Background: an optimization exercise with open tools, aiming at small area, a short achievable clock period and few clock cycles per item. Do not read the settings as production practice.
At most, simulation tests tie the RTL to the original design; equivalence was not proved.
Function not checked in runs 2 and 3: the RTL went through the layout flow alone.

==> flow/design.v, too long to show whole: its modules and the start of the top module <==
// module best_disp_select: 3496 lines
// module bds_norm: 17 lines
// module bds_tab_n: 31 lines
// module bds_tab_d: 31 lines
module best_disp_select #(
    parameter int unsigned NPIX_LOG2 = 8
) (
    input  logic               clk,
    input  logic               rst,
    input  logic               frame_start,
    input  logic [10:0]        fsum,
    input  logic               valid,
    input  logic               last,
    input  logic [13:0]        g2sum,
    input  logic [10:0]        gsum,
    input  logic [13:0]        fg,
    input  logic [5:0]         place,
    output logic               busy,
    output logic [5:0]         best_place,
    output logic               best_valid,
    output logic               done,
    output logic               overrun
);
  // ...
==> flow/flow/run.sh <==
#!/bin/bash
set -euo pipefail
bash standard.sh SETUP_SLACK_MARGIN=7.3 "CTS_ARGS=-sink_clustering_enable -repair_clock_nets -dont_use_dummy_load -buf_list sky130_fd_sc_hd__clkbuf_4" finish > make.log 2>&1
==> flow/standard.sh <==
#!/bin/bash
# synth_recipe.tcl (not shown) runs the flow's synth.tcl, then flattens the netlist and writes it again
# the make line also repeats each setting of config.mk as NAME=value (left out here)
make -C /OpenROAD-flow-scripts/flow DESIGN_CONFIG=/design/flow/config.mk WORK_HOME=/design/flow/orfs CLKGATE_MAP_FILE= SYNTH_SCRIPT=/design/flow/synth_recipe.tcl "${@:-finish}"
==> flow/config.mk <==
export PLATFORM = sky130hd
export DESIGN_NAME = best_disp_select
export DESIGN_NICKNAME = best_disp_select
export VERILOG_FILES = /design/flow/design.v
export SDC_FILE = /design/flow/constraint.sdc
export NUM_CORES = 4
export LEC_CHECK = 0
export CAP_MARGIN = 20
export CORE_MARGIN = 2
export CORE_UTILIZATION = 40
export SLEW_MARGIN = 20
==> flow/constraint.sdc <==
create_clock -name core_clock -period 12.0 [get_ports {clk}]
set_input_delay 2.4000 -clock core_clock [delete_from_list [all_inputs] [get_ports {clk}]]
set_output_delay 2.4000 -clock core_clock [all_outputs]
set_load 0.01 [all_outputs]
==> metrics.md, run 1 <==
| Metric | Value |
|---|---|
| Initial antenna violation count | 2 |
| Busiest grt layer | met2 |
| R2R cell count | 19 |
| Hold depth | 0 |
| DR vias | 23700 |
| Met2 WL | 36400 um |
| Setup Buffers After CTS | 36 |
| Max Fclk | 212 MHz |
| Post-synth top area share | 0.367 |
| DR vias/cell | 5.00 |
| Seq/Total Area, Yosys | 0.416 |
| Tapcells | 1254 |
| Post-synth ARST share | 0 |
| RSZ-0062 raised after global routing | true |
| Synth Area in XOR/XNOR | 0.0384 |
| CTS H-tree lvls | 4 |
| Hold Path End | rf_num[9]$_DFFE_PN_ |
| Area leader, netlist | edfxtp_1 |
| First-pass GRT wire length | 128000 um |
| Met1 GRT Util | 0.221 |
| Most frequent cell after synthesis | inv_1 |
| Largest cells by area after synthesis | edfxtp_1 37%, fa_1 15%, ha_1 11% |
| Syn_nets | 3938 |
| Final setup vio count | 0 |
| Commonest non-fill, non-tap cell in the layout | inv_1 |
| Largest net degree at the start of global routing | 144 |
| Total gr overflow | 0 |
| Post-synth EDFFs | 460 |
| Port Buf Inserts | 70 |
| Status | finished clean |
| CTS sink count | 552 |
| NonClk Buf Share | 0.0318 |
| Die height | 311 um |
| Biggest regs | r_bk (25), s_k (25) |
| Area Growth Syn to Fin | 10.8% |
Testbench counts, summed over its fixed seeds: cycles 10,412, items 9,296.
==> inputs of run 2 (changes only) <==
--- a/flow/design.v
+++ b/flow/design.v
@@ -22,16 +22,17 @@
     logic        r_overrun;
     logic        r_bvalid;
     logic [5:0]  r_bplace;
     logic [21:0] r_bnum;
     logic [21:0] r_bden;
     logic signed [24:0] r_bk;
     logic        r0_v;
     logic [10:0] r0_fsum;
+    logic [10:0] r0_fsumn;    
     logic [10:0] r0_gsum;
     logic [13:0] r0_fg;
     logic [13:0] r0_g2sum;
     logic [5:0]  r0_place;
     logic        r0_last;
     logic [5:0] w_bg_one;
     logic [5:0] w_bg_two;
     logic [5:0] w_bg_neg;
@@ -53,97 +54,97 @@
     assign w_bg_one[5] = gsum[10] ^ gsum[9];
     assign w_bg_two[5] = (1'b0 & ~gsum[10] & ~gsum[9]) | (~1'b0 & gsum[10] & gsum[9]);
     assign w_bg_neg[5] = ~1'b0;
     logic [5:0] r0_bg_one;
     logic [5:0] r0_bg_two;
     logic [5:0] r0_bg_neg;
     logic [12:0] bn_r0;
     assign bn_r0[0] = ((r0_bg_one[0] & r0_fsum[0]) | (r0_bg_two[0] & 1'b0)) ^ r0_bg_neg[0];
-    assign bn_r0[1] = ((r0_bg_one[0] & r0_fsum[1]) | (r0_bg_two[0] & r0_fsum[0])) ^ r0_bg_neg[0];
-    assign bn_r0[2] = ((r0_bg_one[0] & r0_fsum[2]) | (r0_bg_two[0] & r0_fsum[1])) ^ r0_bg_neg[0];
-    assign bn_r0[3] = ((r0_bg_one[0] & r0_fsum[3]) | (r0_bg_two[0] & r0_fsum[2])) ^ r0_bg_neg[0];
-    assign bn_r0[4] = ((r0_bg_one[0] & r0_fsum[4]) | (r0_bg_two[0] & r0_fsum[3])) ^ r0_bg_neg[0];
-    assign bn_r0[5] = ((r0_bg_one[0] & r0_fsum[5]) | (r0_bg_two[0] & r0_fsum[4])) ^ r0_bg_neg[0];
-    assign bn_r0[6] = ((r0_bg_one[0] & r0_fsum[6]) | (r0_bg_two[0] & r0_fsum[5])) ^ r0_bg_neg[0];
-    assign bn_r0[7] = ((r0_bg_one[0] & r0_fsum[7]) | (r0_bg_two[0] & r0_fsum[6])) ^ r0_bg_neg[0];
-    assign bn_r0[8] = ((r0_bg_one[0] & r0_fsum[8]) | (r0_bg_two[0] & r0_fsum[7])) ^ r0_bg_neg[0];
-    assign bn_r0[9] = ((r0_bg_one[0] & r0_fsum[9]) | (r0_bg_two[0] & r0_fsum[8])) ^ r0_bg_neg[0];
-    assign bn_r0[10] = ((r0_bg_one[0] & r0_fsum[10]) | (r0_bg_two[0] & r0_fsum[9])) ^ r0_bg_neg[0];
-    assign bn_r0[11] = ((r0_bg_one[0] & 1'b0) | (r0_bg_two[0] & r0_fsum[10])) ^ r0_bg_neg[0];
+    assign bn_r0[1] = ((r0_bg_one[0] & r0_fsum[1]) | (r0_bg_two[0] & ~r0_fsumn[0])) ^ r0_bg_neg[0];
+    assign bn_r0[2] = ((r0_bg_one[0] & r0_fsum[2]) | (r0_bg_two[0] & ~r0_fsumn[1])) ^ r0_bg_neg[0];
+    assign bn_r0[3] = ((r0_bg_one[0] & r0_fsum[3]) | (r0_bg_two[0] & ~r0_fsumn[2])) ^ r0_bg_neg[0];
+    assign bn_r0[4] = ((r0_bg_one[0] & r0_fsum[4]) | (r0_bg_two[0] & ~r0_fsumn[3])) ^ r0_bg_neg[0];
+    assign bn_r0[5] = ((r0_bg_one[0] & r0_fsum[5]) | (r0_bg_two[0] & ~r0_fsumn[4])) ^ r0_bg_neg[0];
+    assign bn_r0[6] = ((r0_bg_one[0] & r0_fsum[6]) | (r0_bg_two[0] & ~r0_fsumn[5])) ^ r0_bg_neg[0];
+    assign bn_r0[7] = ((r0_bg_one[0] & r0_fsum[7]) | (r0_bg_two[0] & ~r0_fsumn[6])) ^ r0_bg_neg[0];
+    assign bn_r0[8] = ((r0_bg_one[0] & r0_fsum[8]) | (r0_bg_two[0] & ~r0_fsumn[7])) ^ r0_bg_neg[0];
+    assign bn_r0[9] = ((r0_bg_one[0] & r0_fsum[9]) | (r0_bg_two[0] & ~r0_fsumn[8])) ^ r0_bg_neg[0];
+    assign bn_r0[10] = ((r0_bg_one[0] & r0_fsum[10]) | (r0_bg_two[0] & ~r0_fsumn[9])) ^ r0_bg_neg[0];
+    assign bn_r0[11] = ((r0_bg_one[0] & 1'b0) | (r0_bg_two[0] & ~r0_fsumn[10])) ^ r0_bg_neg[0];
     assign bn_r0[12] = r0_bg_neg[0];
     logic [12:0] bn_r1;
     assign bn_r1[0] = ((r0_bg_one[1] & r0_fsum[0]) | (r0_bg_two[1] & 1'b0)) ^ r0_bg_neg[1];
-    assign bn_r1[1] = ((r0_bg_one[1] & r0_fsum[1]) | (r0_bg_two[1] & r0_fsum[0])) ^ r0_bg_neg[1];
-    assign bn_r1[2] = ((r0_bg_one[1] & r0_fsum[2]) | (r0_bg_two[1] & r0_fsum[1])) ^ r0_bg_neg[1];
-    assign bn_r1[3] = ((r0_bg_one[1] & r0_fsum[3]) | (r0_bg_two[1] & r0_fsum[2])) ^ r0_bg_neg[1];
-    assign bn_r1[4] = ((r0_bg_one[1] & r0_fsum[4]) | (r0_bg_two[1] & r0_fsum[3])) ^ r0_bg_neg[1];
-    assign bn_r1[5] = ((r0_bg_one[1] & r0_fsum[5]) | (r0_bg_two[1] & r0_fsum[4])) ^ r0_bg_neg[1];
-    assign bn_r1[6] = ((r0_bg_one[1] & r0_fsum[6]) | (r0_bg_two[1] & r0_fsum[5])) ^ r0_bg_neg[1];
-    assign bn_r1[7] = ((r0_bg_one[1] & r0_fsum[7]) | (r0_bg_two[1] & r0_fsum[6])) ^ r0_bg_neg[1];
-    assign bn_r1[8] = ((r0_bg_one[1] & r0_fsum[8]) | (r0_bg_two[1] & r0_fsum[7])) ^ r0_bg_neg[1];
-    assign bn_r1[9] = ((r0_bg_one[1] & r0_fsum[9]) | (r0_bg_two[1] & r0_fsum[8])) ^ r0_bg_neg[1];
-    assign bn_r1[10] = ((r0_bg_one[1] & r0_fsum[10]) | (r0_bg_two[1] & r0_fsum[9])) ^ r0_bg_neg[1];
-    assign bn_r1[11] = ((r0_bg_one[1] & 1'b0) | (r0_bg_two[1] & r0_fsum[10])) ^ r0_bg_neg[1];
+    assign bn_r1[1] = ((r0_bg_one[1] & r0_fsum[1]) | (r0_bg_two[1] & ~r0_fsumn[0])) ^ r0_bg_neg[1];
+    assign bn_r1[2] = ((r0_bg_one[1] & r0_fsum[2]) | (r0_bg_two[1] & ~r0_fsumn[1])) ^ r0_bg_neg[1];
+    assign bn_r1[3] = ((r0_bg_one[1] & r0_fsum[3]) | (r0_bg_two[1] & ~r0_fsumn[2])) ^ r0_bg_neg[1];
+    assign bn_r1[4] = ((r0_bg_one[1] & r0_fsum[4]) | (r0_bg_two[1] & ~r0_fsumn[3])) ^ r0_bg_neg[1];
+    assign bn_r1[5] = ((r0_bg_one[1] & r0_fsum[5]) | (r0_bg_two[1] & ~r0_fsumn[4])) ^ r0_bg_neg[1];
+    assign bn_r1[6] = ((r0_bg_one[1] & r0_fsum[6]) | (r0_bg_two[1] & ~r0_fsumn[5])) ^ r0_bg_neg[1];
+    assign bn_r1[7] = ((r0_bg_one[1] & r0_fsum[7]) | (r0_bg_two[1] & ~r0_fsumn[6])) ^ r0_bg_neg[1];
+    assign bn_r1[8] = ((r0_bg_one[1] & r0_fsum[8]) | (r0_bg_two[1] & ~r0_fsumn[7])) ^ r0_bg_neg[1];
+    assign bn_r1[9] = ((r0_bg_one[1] & r0_fsum[9]) | (r0_bg_two[1] & ~r0_fsumn[8])) ^ r0_bg_neg[1];
+    assign bn_r1[10] = ((r0_bg_one[1] & r0_fsum[10]) | (r0_bg_two[1] & ~r0_fsumn[9])) ^ r0_bg_neg[1];
+    assign bn_r1[11] = ((r0_bg_one[1] & 1'b0) | (r0_bg_two[1] & ~r0_fsumn[10])) ^ r0_bg_neg[1];
     assign bn_r1[12] = r0_bg_neg[1];
     logic [12:0] bn_r2;
     assign bn_r2[0] = ((r0_bg_one[2] & r0_fsum[0]) | (r0_bg_two[2] & 1'b0)) ^ r0_bg_neg[2];
-    assign bn_r2[1] = ((r0_bg_one[2] & r0_fsum[1]) | (r0_bg_two[2] & r0_fsum[0])) ^ r0_bg_neg[2];
-    assign bn_r2[2] = ((r0_bg_one[2] & r0_fsum[2]) | (r0_bg_two[2] & r0_fsum[1])) ^ r0_bg_neg[2];
-    assign bn_r2[3] = ((r0_bg_one[2] & r0_fsum[3]) | (r0_bg_two[2] & r0_fsum[2])) ^ r0_bg_neg[2];
-    assign bn_r2[4] = ((r0_bg_one[2] & r0_fsum[4]) | (r0_bg_two[2] & r0_fsum[3])) ^ r0_bg_neg[2];
-    assign bn_r2[5] = ((r0_bg_one[2] & r0_fsum[5]) | (r0_bg_two[2] & r0_fsum[4])) ^ r0_bg_neg[2];
-    assign bn_r2[6] = ((r0_bg_one[2] & r0_fsum[6]) | (r0_bg_two[2] & r0_fsum[5])) ^ r0_bg_neg[2];
-    assign bn_r2[7] = ((r0_bg_one[2] & r0_fsum[7]) | (r0_bg_two[2] & r0_fsum[6])) ^ r0_bg_neg[2];
-    assign bn_r2[8] = ((r0_bg_one[2] & r0_fsum[8]) | (r0_bg_two[2] & r0_fsum[7])) ^ r0_bg_neg[2];
-    assign bn_r2[9] = ((r0_bg_one[2] & r0_fsum[9]) | (r0_bg_two[2] & r0_fsum[8])) ^ r0_bg_neg[2];
-    assign bn_r2[10] = ((r0_bg_one[2] & r0_fsum[10]) | (r0_bg_two[2] & r0_fsum[9])) ^ r0_bg_neg[2];
-    assign bn_r2[11] = ((r0_bg_one[2] & 1'b0) | (r0_bg_two[2] & r0_fsum[10])) ^ r0_bg_neg[2];
+    assign bn_r2[1] = ((r0_bg_one[2] & r0_fsum[1]) | (r0_bg_two[2] & ~r0_fsumn[0])) ^ r0_bg_neg[2];
+    assign bn_r2[2] = ((r0_bg_one[2] & r0_fsum[2]) | (r0_bg_two[2] & ~r0_fsumn[1])) ^ r0_bg_neg[2];
+    assign bn_r2[3] = ((r0_bg_one[2] & r0_fsum[3]) | (r0_bg_two[2] & ~r0_fsumn[2])) ^ r0_bg_neg[2];
+    assign bn_r2[4] = ((r0_bg_one[2] & r0_fsum[4]) | (r0_bg_two[2] & ~r0_fsumn[3])) ^ r0_bg_neg[2];
+    assign bn_r2[5] = ((r0_bg_one[2] & r0_fsum[5]) | (r0_bg_two[2] & ~r0_fsumn[4])) ^ r0_bg_neg[2];
+    assign bn_r2[6] = ((r0_bg_one[2] & r0_fsum[6]) | (r0_bg_two[2] & ~r0_fsumn[5])) ^ r0_bg_neg[2];
+    assign bn_r2[7] = ((r0_bg_one[2] & r0_fsum[7]) | (r0_bg_two[2] & ~r0_fsumn[6])) ^ r0_bg_neg[2];
+    assign bn_r2[8] = ((r0_bg_one[2] & r0_fsum[8]) | (r0_bg_two[2] & ~r0_fsumn[7])) ^ r0_bg_neg[2];
+    assign bn_r2[9] = ((r0_bg_one[2] & r0_fsum[9]) | (r0_bg_two[2] & ~r0_fsumn[8])) ^ r0_bg_neg[2];
+    assign bn_r2[10] = ((r0_bg_one[2] & r0_fsum[10]) | (r0_bg_two[2] & ~r0_fsumn[9])) ^ r0_bg_neg[2];
+    assign bn_r2[11] = ((r0_bg_one[2] & 1'b0) | (r0_bg_two[2] & ~r0_fsumn[10])) ^ r0_bg_neg[2];
     assign bn_r2[12] = r0_bg_neg[2];
     logic [12:0] bn_r3;
     assign bn_r3[0] = ((r0_bg_one[3] & r0_fsum[0]) | (r0_bg_two[3] & 1'b0)) ^ r0_bg_neg[3];
-    assign bn_r3[1] = ((r0_bg_one[3] & r0_fsum[1]) | (r0_bg_two[3] & r0_fsum[0])) ^ r0_bg_neg[3];
-    assign bn_r3[2] = ((r0_bg_one[3] & r0_fsum[2]) | (r0_bg_two[3] & r0_fsum[1])) ^ r0_bg_neg[3];
-    assign bn_r3[3] = ((r0_bg_one[3] & r0_fsum[3]) | (r0_bg_two[3] & r0_fsum[2])) ^ r0_bg_neg[3];
-    assign bn_r3[4] = ((r0_bg_one[3] & r0_fsum[4]) | (r0_bg_two[3] & r0_fsum[3])) ^ r0_bg_neg[3];
-    assign bn_r3[5] = ((r0_bg_one[3] & r0_fsum[5]) | (r0_bg_two[3] & r0_fsum[4])) ^ r0_bg_neg[3];
-    assign bn_r3[6] = ((r0_bg_one[3] & r0_fsum[6]) | (r0_bg_two[3] & r0_fsum[5])) ^ r0_bg_neg[3];
-    assign bn_r3[7] = ((r0_bg_one[3] & r0_fsum[7]) | (r0_bg_two[3] & r0_fsum[6])) ^ r0_bg_neg[3];
-    assign bn_r3[8] = ((r0_bg_one[3] & r0_fsum[8]) | (r0_bg_two[3] & r0_fsum[7])) ^ r0_bg_neg[3];
-    assign bn_r3[9] = ((r0_bg_one[3] & r0_fsum[9]) | (r0_bg_two[3] & r0_fsum[8])) ^ r0_bg_neg[3];
-    assign bn_r3[10] = ((r0_bg_one[3] & r0_fsum[10]) | (r0_bg_two[3] & r0_fsum[9])) ^ r0_bg_neg[3];
-    assign bn_r3[11] = ((r0_bg_one[3] & 1'b0) | (r0_bg_two[3] & r0_fsum[10])) ^ r0_bg_neg[3];
+    assign bn_r3[1] = ((r0_bg_one[3] & r0_fsum[1]) | (r0_bg_two[3] & ~r0_fsumn[0])) ^ r0_bg_neg[3];
+    assign bn_r3[2] = ((r0_bg_one[3] & r0_fsum[2]) | (r0_bg_two[3] & ~r0_fsumn[1])) ^ r0_bg_neg[3];
+    assign bn_r3[3] = ((r0_bg_one[3] & r0_fsum[3]) | (r0_bg_two[3] & ~r0_fsumn[2])) ^ r0_bg_neg[3];
+    assign bn_r3[4] = ((r0_bg_one[3] & r0_fsum[4]) | (r0_bg_two[3] & ~r0_fsumn[3])) ^ r0_bg_neg[3];
+    assign bn_r3[5] = ((r0_bg_one[3] & r0_fsum[5]) | (r0_bg_two[3] & ~r0_fsumn[4])) ^ r0_bg_neg[3];
+    assign bn_r3[6] = ((r0_bg_one[3] & r0_fsum[6]) | (r0_bg_two[3] & ~r0_fsumn[5])) ^ r0_bg_neg[3];
+    assign bn_r3[7] = ((r0_bg_one[3] & r0_fsum[7]) | (r0_bg_two[3] & ~r0_fsumn[6])) ^ r0_bg_neg[3];
+    assign bn_r3[8] = ((r0_bg_one[3] & r0_fsum[8]) | (r0_bg_two[3] & ~r0_fsumn[7])) ^ r0_bg_neg[3];
+    assign bn_r3[9] = ((r0_bg_one[3] & r0_fsum[9]) | (r0_bg_two[3] & ~r0_fsumn[8])) ^ r0_bg_neg[3];
+    assign bn_r3[10] = ((r0_bg_one[3] & r0_fsum[10]) | (r0_bg_two[3] & ~r0_fsumn[9])) ^ r0_bg_neg[3];
+    assign bn_r3[11] = ((r0_bg_one[3] & 1'b0) | (r0_bg_two[3] & ~r0_fsumn[10])) ^ r0_bg_neg[3];
     assign bn_r3[12] = r0_bg_neg[3];
     logic [12:0] bn_r4;
     assign bn_r4[0] = ((r0_bg_one[4] & r0_fsum[0]) | (r0_bg_two[4] & 1'b0)) ^ r0_bg_neg[4];
-    assign bn_r4[1] = ((r0_bg_one[4] & r0_fsum[1]) | (r0_bg_two[4] & r0_fsum[0])) ^ r0_bg_neg[4];
-    assign bn_r4[2] = ((r0_bg_one[4] & r0_fsum[2]) | (r0_bg_two[4] & r0_fsum[1])) ^ r0_bg_neg[4];
-    assign bn_r4[3] = ((r0_bg_one[4] & r0_fsum[3]) | (r0_bg_two[4] & r0_fsum[2])) ^ r0_bg_neg[4];
-    assign bn_r4[4] = ((r0_bg_one[4] & r0_fsum[4]) | (r0_bg_two[4] & r0_fsum[3])) ^ r0_bg_neg[4];
-    assign bn_r4[5] = ((r0_bg_one[4] & r0_fsum[5]) | (r0_bg_two[4] & r0_fsum[4])) ^ r0_bg_neg[4];
-    assign bn_r4[6] = ((r0_bg_one[4] & r0_fsum[6]) | (r0_bg_two[4] & r0_fsum[5])) ^ r0_bg_neg[4];
-    assign bn_r4[7] = ((r0_bg_one[4] & r0_fsum[7]) | (r0_bg_two[4] & r0_fsum[6])) ^ r0_bg_neg[4];
-    assign bn_r4[8] = ((r0_bg_one[4] & r0_fsum[8]) | (r0_bg_two[4] & r0_fsum[7])) ^ r0_bg_neg[4];
-    assign bn_r4[9] = ((r0_bg_one[4] & r0_fsum[9]) | (r0_bg_two[4] & r0_fsum[8])) ^ r0_bg_neg[4];
-    assign bn_r4[10] = ((r0_bg_one[4] & r0_fsum[10]) | (r0_bg_two[4] & r0_fsum[9])) ^ r0_bg_neg[4];
-    assign bn_r4[11] = ((r0_bg_one[4] & 1'b0) | (r0_bg_two[4] & r0_fsum[10])) ^ r0_bg_neg[4];
+    assign bn_r4[1] = ((r0_bg_one[4] & r0_fsum[1]) | (r0_bg_two[4] & ~r0_fsumn[0])) ^ r0_bg_neg[4];
+    assign bn_r4[2] = ((r0_bg_one[4] & r0_fsum[2]) | (r0_bg_two[4] & ~r0_fsumn[1])) ^ r0_bg_neg[4];
+    assign bn_r4[3] = ((r0_bg_one[4] & r0_fsum[3]) | (r0_bg_two[4] & ~r0_fsumn[2])) ^ r0_bg_neg[4];
+    assign bn_r4[4] = ((r0_bg_one[4] & r0_fsum[4]) | (r0_bg_two[4] & ~r0_fsumn[3])) ^ r0_bg_neg[4];
+    assign bn_r4[5] = ((r0_bg_one[4] & r0_fsum[5]) | (r0_bg_two[4] & ~r0_fsumn[4])) ^ r0_bg_neg[4];
+    assign bn_r4[6] = ((r0_bg_one[4] & r0_fsum[6]) | (r0_bg_two[4] & ~r0_fsumn[5])) ^ r0_bg_neg[4];
+    assign bn_r4[7] = ((r0_bg_one[4] & r0_fsum[7]) | (r0_bg_two[4] & ~r0_fsumn[6])) ^ r0_bg_neg[4];
+    assign bn_r4[8] = ((r0_bg_one[4] & r0_fsum[8]) | (r0_bg_two[4] & ~r0_fsumn[7])) ^ r0_bg_neg[4];
+    assign bn_r4[9] = ((r0_bg_one[4] & r0_fsum[9]) | (r0_bg_two[4] & ~r0_fsumn[8])) ^ r0_bg_neg[4];
+    assign bn_r4[10] = ((r0_bg_one[4] & r0_fsum[10]) | (r0_bg_two[4] & ~r0_fsumn[9])) ^ r0_bg_neg[4];
+    assign bn_r4[11] = ((r0_bg_one[4] & 1'b0) | (r0_bg_two[4] & ~r0_fsumn[10])) ^ r0_bg_neg[4];
     assign bn_r4[12] = r0_bg_neg[4];
     logic [12:0] bn_r5;
     assign bn_r5[0] = ((r0_bg_one[5] & r0_fsum[0]) | (r0_bg_two[5] & 1'b0)) ^ r0_bg_neg[5];
-    assign bn_r5[1] = ((r0_bg_one[5] & r0_fsum[1]) | (r0_bg_two[5] & r0_fsum[0])) ^ r0_bg_neg[5];
-    assign bn_r5[2] = ((r0_bg_one[5] & r0_fsum[2]) | (r0_bg_two[5] & r0_fsum[1])) ^ r0_bg_neg[5];
-    assign bn_r5[3] = ((r0_bg_one[5] & r0_fsum[3]) | (r0_bg_two[5] & r0_fsum[2])) ^ r0_bg_neg[5];
-    assign bn_r5[4] = ((r0_bg_one[5] & r0_fsum[4]) | (r0_bg_two[5] & r0_fsum[3])) ^ r0_bg_neg[5];
-    assign bn_r5[5] = ((r0_bg_one[5] & r0_fsum[5]) | (r0_bg_two[5] & r0_fsum[4])) ^ r0_bg_neg[5];
-    assign bn_r5[6] = ((r0_bg_one[5] & r0_fsum[6]) | (r0_bg_two[5] & r0_fsum[5])) ^ r0_bg_neg[5];
-    assign bn_r5[7] = ((r0_bg_one[5] & r0_fsum[7]) | (r0_bg_two[5] & r0_fsum[6])) ^ r0_bg_neg[5];
-    assign bn_r5[8] = ((r0_bg_one[5] & r0_fsum[8]) | (r0_bg_two[5] & r0_fsum[7])) ^ r0_bg_neg[5];
-    assign bn_r5[9] = ((r0_bg_one[5] & r0_fsum[9]) | (r0_bg_two[5] & r0_fsum[8])) ^ r0_bg_neg[5];
-    assign bn_r5[10] = ((r0_bg_one[5] & r0_fsum[10]) | (r0_bg_two[5] & r0_fsum[9])) ^ r0_bg_neg[5];
-    assign bn_r5[11] = ((r0_bg_one[5] & 1'b0) | (r0_bg_two[5] & r0_fsum[10])) ^ r0_bg_neg[5];
+    assign bn_r5[1] = ((r0_bg_one[5] & r0_fsum[1]) | (r0_bg_two[5] & ~r0_fsumn[0])) ^ r0_bg_neg[5];
+    assign bn_r5[2] = ((r0_bg_one[5] & r0_fsum[2]) | (r0_bg_two[5] & ~r0_fsumn[1])) ^ r0_bg_neg[5];
+    assign bn_r5[3] = ((r0_bg_one[5] & r0_fsum[3]) | (r0_bg_two[5] & ~r0_fsumn[2])) ^ r0_bg_neg[5];
+    assign bn_r5[4] = ((r0_bg_one[5] & r0_fsum[4]) | (r0_bg_two[5] & ~r0_fsumn[3])) ^ r0_bg_neg[5];
+    assign bn_r5[5] = ((r0_bg_one[5] & r0_fsum[5]) | (r0_bg_two[5] & ~r0_fsumn[4])) ^ r0_bg_neg[5];
+    assign bn_r5[6] = ((r0_bg_one[5] & r0_fsum[6]) | (r0_bg_two[5] & ~r0_fsumn[5])) ^ r0_bg_neg[5];
+    assign bn_r5[7] = ((r0_bg_one[5] & r0_fsum[7]) | (r0_bg_two[5] & ~r0_fsumn[6])) ^ r0_bg_neg[5];
+    assign bn_r5[8] = ((r0_bg_one[5] & r0_fsum[8]) | (r0_bg_two[5] & ~r0_fsumn[7])) ^ r0_bg_neg[5];
+    assign bn_r5[9] = ((r0_bg_one[5] & r0_fsum[9]) | (r0_bg_two[5] & ~r0_fsumn[8])) ^ r0_bg_neg[5];
+    assign bn_r5[10] = ((r0_bg_one[5] & r0_fsum[10]) | (r0_bg_two[5] & ~r0_fsumn[9])) ^ r0_bg_neg[5];
+    assign bn_r5[11] = ((r0_bg_one[5] & 1'b0) | (r0_bg_two[5] & ~r0_fsumn[10])) ^ r0_bg_neg[5];
     assign bn_r5[12] = r0_bg_neg[5];
     logic cn_t1;
     logic cn_t2;
     logic cn_t3;
     logic cn_t4;
     logic cn_t5;
     logic cn_t6;
     logic cn_t7;
@@ -3409,18 +3410,19 @@
                 r_busy <= 1'b0;
                 r_done <= s_last;
                 if (w_swin)
                     r_bplace <= s_place;
             end
         end
     end
     always_ff @(posedge clk) begin
-        if (valid && (frame_start || !r_busy)) begin
+        if (frame_start || !r_busy) begin
             r0_fsum  <= fsum;
+            r0_fsumn <= ~fsum;
             r0_gsum  <= gsum;
             r0_fg    <= fg;
             r0_g2sum <= g2sum;
             r0_place <= place;
             r0_last  <= last;
             r0_bg_one <= w_bg_one;
             r0_bg_two <= w_bg_two;
             r0_bg_neg <= w_bg_neg;
==> flow/flow/run.sh (replaced) <==
#!/bin/bash
set -euo pipefail
bash standard.sh SETUP_SLACK_MARGIN=7.5 "CTS_ARGS=-sink_clustering_enable -repair_clock_nets -dont_use_dummy_load -buf_list sky130_fd_sc_hd__clkbuf_4" finish > make.log 2>&1
==> metrics.md, run 2 <==
| Metric | Value |
|---|---|
| Status | finished clean |
| Initial Util | 0.404 |
| Reg2reg start | r0_fsum[9]$_DFFE_PP_ |
| Slew headroom | 0.327 |
| DR vias | 23900 (+0.83%) |
| Setup TNS | 0 ns |
| Final period util | 0.388 |
| Syn Std Cell Area | 37700 um^2 |
| Post-DP Area | 40000 um^2 |
| Starting DRC count in detailed routing | 1326 |
| CTS H-tree lvls | 4 (unchanged) |
| Commonest non-fill, non-tap cell in the layout | inv_1 |
| Global placement routability congestion | 0.890 |
| Least-Margin Pin Slew | 1.01 ns |
| Pins Over Slew Limit | 0 |
| Hold depth | 0 (unchanged) |
| Post-synthesis mux area share | 0.0403 |
| Post-Syn Area per Cell | 11.5 um^2 |
| Post-synth top area share | 0.375 (+0.00744) |
| Synth Area in Compound Gates | 0.0872 |
| All-Layer GR Usage | 0.167 |
| Critical path origin | r0_fsum[9]$_DFFE_PP_ |
| Prevailing post-synth register cell | edfxtp_1 |
| Share of cells above drive strength 1 | 0.125 |
| TritonCTS buffer count | 152 |
| Worst R2R Setup Slack | 7.34 ns |
| Hold Path Origin | rn_den[12]$_DFFE_PN_ |
| Max Fclk | 215 MHz (+1.0%) |
| Clock latency at the later pin of the worst-skew pair | 1.02 ns |
| Number of fill cells in the layout | 8721 |
| Seq/Total Area, Yosys | 0.424 (+0.00726) |
| Final setup vio count | 0 (unchanged) |
| Critical R2R Capture | r1_num[21]$_DFFE_PN_ |
| Post-synth ARST share | 0 (unchanged) |
| Post-synth EDFFs | 471 (+2.4%) |
| DRC Markers | 0 |
| Worst Clk Skew | 0.0924 ns |
| Final instance area | 42000 um^2 |
| Pre-antenna DRT Iters | 6 |
| Hold Path End | rf_den[12]$_DFFE_PN_ |
| Sequential cell area | 16000 um^2 |
| Die height | 311 um (+0.18%) |
| Die ar. | 96800 um^2 |
| Initial antenna violation count | 2 (unchanged) |
| Area leader, netlist | edfxtp_1 |
| Crit path kind | reg -> reg |
| Clk pin slew, worst setup/hold paths | 0.06 ns |
| Port Buf Inserts | 70 (unchanged) |
| Hold Vio Cnt, Final | 0 |
| Max Cap Violations | 0 |
| CTS sink count | 563 (+2.0%) |
| DR vias/cell | 5.01 (+0.20%) |
| Synth cell types | 78 |
| Final hold slack | 0.377 ns |
| TritonCTS clock tree | done |
| Area occupied by multi-input gates | 19900 um^2 |
| Most frequent cells in the layout | 506 x inv_1, 471 x edfxtp_1, 315 x ha_1 |
| Post-Synth Adder-Cell Area | 0.253 |
| # hold bufs at CTS | 0 |
| Biggest regs | r_bk (25), s_k (25) |
| Routed WL | 80000 um |
| Crit. End Element | flop |
| WP data arrival | 5.38 ns |
| Synthesis Warnings | 2 |
| RSZ-0062 raised after global routing | true |
| Io pins | 71 |
| Nets | 4171 |
| Largest net degree at the start of global routing | 85 (-41%) |
| Seq cells post-synth | 563 |
| Std cell rows | 112 |
| Final min period | 4.66 ns |
| Crit path required time | 12.72 ns |
| Antenna viol nets, final | 0 |
| Largest family of logic cells by synthesized area | adder cells |
| Worst-path maximum fanout | 4 |
| CORE AREA | 93500 um^2 |
| Area Growth Syn to Fin | 11.4% |
| CP Launch Type | flop |
| First-pass GRT wire length | 129000 um (+0.57%) |
| Largest cells by area after synthesis | edfxtp_1 37%, fa_1 14%, ha_1 11% |
| Hold Crit Class | reg -> reg |
| Synthesized instance count | 3287 |
| Post-synthesis simple-gate area fraction | 0.0967 |
| Vias in the first global route | 24600 |
| Syn_nets | 3947 (+0.23%) |
| Total gr overflow | 0 (unchanged) |
| Clock root buffer | clkbuf_4 |
| Most frequent cell after synthesis | inv_1 |
| WL/cell | 16.8 um |
| Post-DP HPWL | 58400 um |
| R2R cell count | 16 (-3) |
| Die W | 311 um |
| Top post-synthesis cells by count | 516 x inv_1, 471 x edfxtp_1, 326 x ha_1 |
| Synth Area in XOR/XNOR | 0.0390 (+0.000559) |
| Clock tree buffer depth | 3 |
run 2: critical path, cell delays in order, from the launching register on:
cell      delay, ns
edfxtp_1       0.50
a22oi_2        0.18
xor2_1         0.22
fa_1           0.46
fa_1           0.53
fa_1           0.43
fa_1           0.52
inv_2          0.05
ha_4           0.21
a21o_1         0.18
a21oi_4        0.18
nand2_1        0.08
a211o_1        0.24
a31o_4         0.23
a21o_1         0.18
a21oi_2        0.12
xnor2_1        0.07
run 2: what timing repair did:
item / in CTS / in global routing
gates cloned: 1 / 1
endpoints found under the setup margin: 164 / 106
gates resized for setup: 36 / 50
pin swaps: 24 / 19
setup buffers: 60 / 6
run 2: final cells by class:
type | count | share of cell area
multi-input combinational | 2118 | 0.474
sequential | 563 | 0.381
inverter | 523 | 0.0469
tap | 1254 | 0.0373
timing repair buffer | 153 | 0.0335
clock buffer | 152 | 0.0271
antenna | 9 | 0.000536
run 2: cell families (layout without fill, tap and decap cells):
kind of cell | Yosys count | count (layout)
other cells | 0 | 9
xor+xnor | 168 | 168
buf+inv | 606 | 828
compound gates | 486 | 486
fa+ha+maj | 599 | 599
flops | 563 | 563
simple gates | 736 | 736
mux | 129 | 129
run 2: how the worst max path moves through the flow:
stage	end	slack, ns	depth (start not counted)
after floorplan	r_bden[10]$_DFFE_PP_	5.64	14
after global placement	r1_num[22]$_DFFE_PN_	6.87	17
after detailed placement	r1_num[22]$_DFFE_PN_	6.83	17
after CTS	r1_num[21]$_DFFE_PN_	7.34	16
after global routing	r1_num[21]$_DFFE_PN_	7.18	16
final	r1_num[21]$_DFFE_PN_	7.34	16
run 2: routing by layer:
layer	track usage	vias up	wire length, um
met1	0.221	11500	37000
met2	0.269	585	37100
li1	-	11700	-
met3	0.0351	156	4030
met5	0	-	0
met4	0.0623	0	1930
run 2: metrics by stage:
| stage | utilization | instances | setup WS [ns] |
|---|---|---|---|
| 6_report | 0.450 | 4772 | 7.34 |
| 5_1_grt | 0.450 | 4772 | 7.18 |
| 4_1_cts | 0.447 | 4756 | 7.34 |
| 3_5_place_dp | 0.428 | 4543 | 6.83 |
| 3_3_place_gp | 0.428 | 4543 | 6.87 |
| 2_1_floorplan | - | 3287 | 5.64 |
==> inputs of run 3 (changes only) <==
==> flow/flow/run.sh (replaced) <==
#!/bin/bash
set -euo pipefail
bash standard.sh SETUP_SLACK_MARGIN=7.3 "CTS_ARGS=-sink_clustering_enable -repair_clock_nets -dont_use_dummy_load -buf_list sky130_fd_sc_hd__clkbuf_4" finish > make.log 2>&1
==> metrics.md, run 3 <==
| Metric | Value |
|---|---|
| Antenna viol nets, final | 0 (unchanged) |
| Prevailing post-synth register cell | edfxtp_1 |
| Final min period | 4.76 ns (+0.0974 ns) |
| Biggest regs | r_bk (25), s_k (25) |
| CTS H-tree lvls | 4 (unchanged) |
| First-pass GRT wire length | 129000 um (-0.20%) |
| Max Cap Violations | 0 (unchanged) |
| Post-DP HPWL | 59600 um (+2.1%) |
| All-Layer GR Usage | 0.165 (-0.00151) |
| Total gr overflow | 0 (unchanged) |
| CP cell instances | buf_4 > a22oi_1 > xor2_1 > fa_1 > fa_1 > fa_1 > inv_1 > fa_1 > ha_4 > a21oi_4 > nand2_1 > a211o_1 > a31o_2 > a21o_1 > a21oi_2 > xnor2_1 |
| Final period util | 0.397 (+0.00811) |
| Hold Path Origin | rn_den[2]$_DFFE_PN_ |
| Synthesis Warnings | 2 (unchanged) |
| # hold bufs at CTS | 0 (unchanged) |
| Critical R2R Capture | r1_num[21]$_DFFE_PN_ |
| Hold Crit Class | reg -> reg |
| CP max stage cell | fa_1 |
| Routed WL | 79800 um (-0.35%) |
| Worst R2R Setup Slack | 7.24 ns (-0.10 ns) |
| Initial Util | 0.404 (unchanged) |
| Commonest non-fill, non-tap cell in the layout | inv_1 |
| RSZ-0062 raised after global routing | true |
| R2R cell count | 16 (unchanged) |
| Crit. End Element | flop |
| Post-synth ARST share | 0 (unchanged) |
| Hold Path End | rf_den[2]$_DFFE_PN_ |
| DR vias | 24000 (+0.19%) |
| Std cell rows | 112 (unchanged) |
| Vias in the first global route | 24600 (+0.024%) |
| Largest net degree at the start of global routing | 69 (-19%) |
| Most frequent cell after synthesis | inv_1 |
| Final setup vio count | 0 (unchanged) |
| Clock latency at the later pin of the worst-skew pair | 1.00 ns (-0.02 ns) |
| Starting DRC count in detailed routing | 1349 (+1.7%) |
| Pre-antenna DRT Iters | 7 (+1) |
| Seq cells post-synth | 563 (unchanged) |
| Seq/Total Area, Yosys | 0.424 (unchanged) |
| Area leader, netlist | edfxtp_1 |
| DRC Markers | 0 (unchanged) |
| Least-Margin Pin Slew | 0.885 ns (-0.126 ns) |
| Worst path bufs/invs | 2 (+1) |
| Hold Vio Cnt, Final | 0 (unchanged) |
| Status | finished clean |
| Area Growth Syn to Fin | 10.5% |
| WL/cell | 16.8 um (about the same) |
| Die ar. | 96800 um^2 (unchanged) |
| Hold depth | 0 (unchanged) |
| Setup TNS | 0 ns (unchanged) |
| Largest stage delay, worst path | 0.55 ns (+0.02 ns) |
| Worst Clk Skew | 0.102 ns (+0.0101 ns) |
| Initial antenna violation count | 3 (+1) |
| Clock root buffer | clkbuf_4 |
| Synth cell types | 78 (unchanged) |
| WP data arrival | 5.49 ns (+0.11 ns) |
| Synthesized instance count | 3287 (unchanged) |
| Crit path required time | 12.73 ns (about the same) |
| Final hold slack | 0.356 ns (-0.0206 ns) |
| Die W | 311 um (unchanged) |
| Reg2reg start | r0_bg_two[2]$_DFFE_PP_ |
| Syn_nets | 3947 (unchanged) |
| Die height | 311 um (unchanged) |
| Global placement routability congestion | 0.914 (+2.7%) |
| Crit path kind | reg -> reg |
| Max Fclk | 210 MHz (-2.0%) |
| CP Launch Type | flop |
| Most frequent CP cell | fa_1 |
| WP depth | 16 (unchanged) |
| CORE AREA | 93500 um^2 (unchanged) |
| Nets | 4157 (-0.34%) |
| Io pins | 71 (unchanged) |
| Clock tree buffer depth | 3 (unchanged) |
| Share of cells above drive strength 1 | 0.113 (-0.0121) |
| Worst-path maximum fanout | 9 (+5) |
| DR vias/cell | 5.04 (+0.64%) |
| CTS sink count | 563 (unchanged) |
| Post-Syn Area per Cell | 11.5 um^2 (unchanged) |
| Crit path max-delay family | adder cells |
| Post-synth top area share | 0.375 (unchanged) |
| Largest cells by area after synthesis | edfxtp_1 37%, fa_1 14%, ha_1 11% |
| Clk pin slew, worst setup/hold paths | 0.06 ns (about the same) |
| Syn Std Cell Area | 37700 um^2 (unchanged) |
| Port Buf Inserts | 70 (unchanged) |
| TritonCTS buffer count | 152 (unchanged) |
| Top post-synthesis cells by count | 516 x inv_1, 471 x edfxtp_1, 326 x ha_1 |
| Pins Over Slew Limit | 0 (unchanged) |
| Slew headroom | 0.407 (+0.0805) |
| TritonCTS clock tree | done |
| Most frequent cells in the layout | 510 x inv_1, 471 x edfxtp_1, 322 x ha_1 |
| Post-synth EDFFs | 471 (unchanged) |
-- run 3: logic make-up (layout without fill, tap and decap cells) --
kind of cell | Yosys count | after routing | share of synthesized area
buffers and inverters | 606 | 814 | 0.0604
multiplexers | 129 | 129 | 0.0403
flip-flops | 563 | 563 | 0.424
adder cells (fa/ha/maj) | 599 | 599 | 0.253
AND/OR/NAND/NOR | 736 | 736 | 0.0967
AO/OA/AOI/OAI | 486 | 486 | 0.0872
XOR/XNOR | 168 | 168 | 0.0390
other | 0 | 2 | 0
-- run 3: routing by layer --
layer,up-vias,part of all wire,GRT usage
li1,11700,-,-
met1,11600,0.46,0.219
met2,558,0.47,0.271
met3,168,0.045,0.0318
met4,0,0.023,0.0570
met5,-,0,0
-- run 3: through the flow --
stage	util	instances	instance area, um^2	setup slack (ns)
3_3_place_gp	0.427	4545	39900	6.90
3_5_place_dp	0.427	4545	39900	6.84
2_1_floorplan	-	3287	37800	5.57
4_1_cts	0.441	4714	41200	7.14
5_1_grt	0.446	4751	41700	7.09
6_report	0.446	4751	41700	7.24
-- run 3: final cells by class --
cell class | count | area [um^2]
clock buffers | 152 | 1140
diodes | 2 | 5.00
fillers | 8824 | 51800
repair buffers | 139 | 1280
multi-input cells | 2118 | 19700
flip-flops and latches | 563 | 16000
well taps | 1254 | 1570
inverters | 523 | 1970
-- run 3: worst max-delay path by stage --
stage / start / end
after floorplan: r_bk[2]$_DFFE_PP_ / r_bden[10]$_DFFE_PP_
after global placement: r0_bg_neg[0]$_DFFE_PP_ / r1_num[21]$_DFFE_PN_
after detailed placement: r0_bg_neg[0]$_DFFE_PP_ / r1_num[21]$_DFFE_PN_
after CTS: r0_bg_one[3]$_DFFE_PP_ / r1_num[21]$_DFFE_PN_
after global routing: r0_fsum[10]$_DFFE_PP_ / r1_num[21]$_DFFE_PN_
final: r0_bg_two[2]$_DFFE_PP_ / r1_num[21]$_DFFE_PN_
-- run 3: worst reg2reg max path, stage by stage, from the launching register on --
cell and delay, ns:
edfxtp_1 0.47, buf_4 0.22, a22oi_1 0.24, xor2_1 0.20
fa_1 0.47, fa_1 0.46, fa_1 0.49, inv_1 0.05
fa_1 0.55, ha_4 0.23, a21oi_4 0.20, nand2_1 0.07
a211o_1 0.23, a31o_2 0.26, a21o_1 0.20, a21oi_2 0.14
xnor2_1 0.07
-- run 3: what timing repair did --
| action | CTS | global route |
|---|---|---|
| endpoints found under the setup margin | 149 | 106 |
| pin swaps | 5 | 14 |
| buffers inserted | 17 | 34 |
| gates cloned | 0 | 1 |
| resized for setup | 11 | 49 |

[static timing again, ports no longer ideal]
In the flow no input, the clock included, has a driving cell. The finished layouts below were timed again as built, in two steps. Step 1 (the two cells are an assumption about what drives the block):
set clk [get_ports {clk}]
set_driving_cell -lib_cell sky130_fd_sc_hd__clkbuf_16 $clk
set_driving_cell -lib_cell sky130_fd_sc_hd__buf_2 [delete_from_list [all_inputs] $clk]
Step 2 times the ports against the registers' clock, not the clock port: input delays grow and output delays shrink by t, the midpoint of the rising clock arrivals with the driver on. a / b / c = no drivers / after step 1 / after step 2; a / b = the first two.
run | shift t [ns] | setup WS [ns] | worst setup path at the end | worst register clock-pin slew, ns | cell pins on the clock port's net
run 1 | 1.023 | 7.292 / 7.292 / 7.292 | register to register | 0.07 / 0.07 | 1
run 2 | 1.040 | 7.338 / 7.338 / 7.338 | register to register | 0.07 / 0.07 | 1
run 3 | 1.009 | 7.241 / 7.241 / 7.241 | register to register | 0.07 / 0.07 | 1
After both steps setup and hold are still met in every run listed.
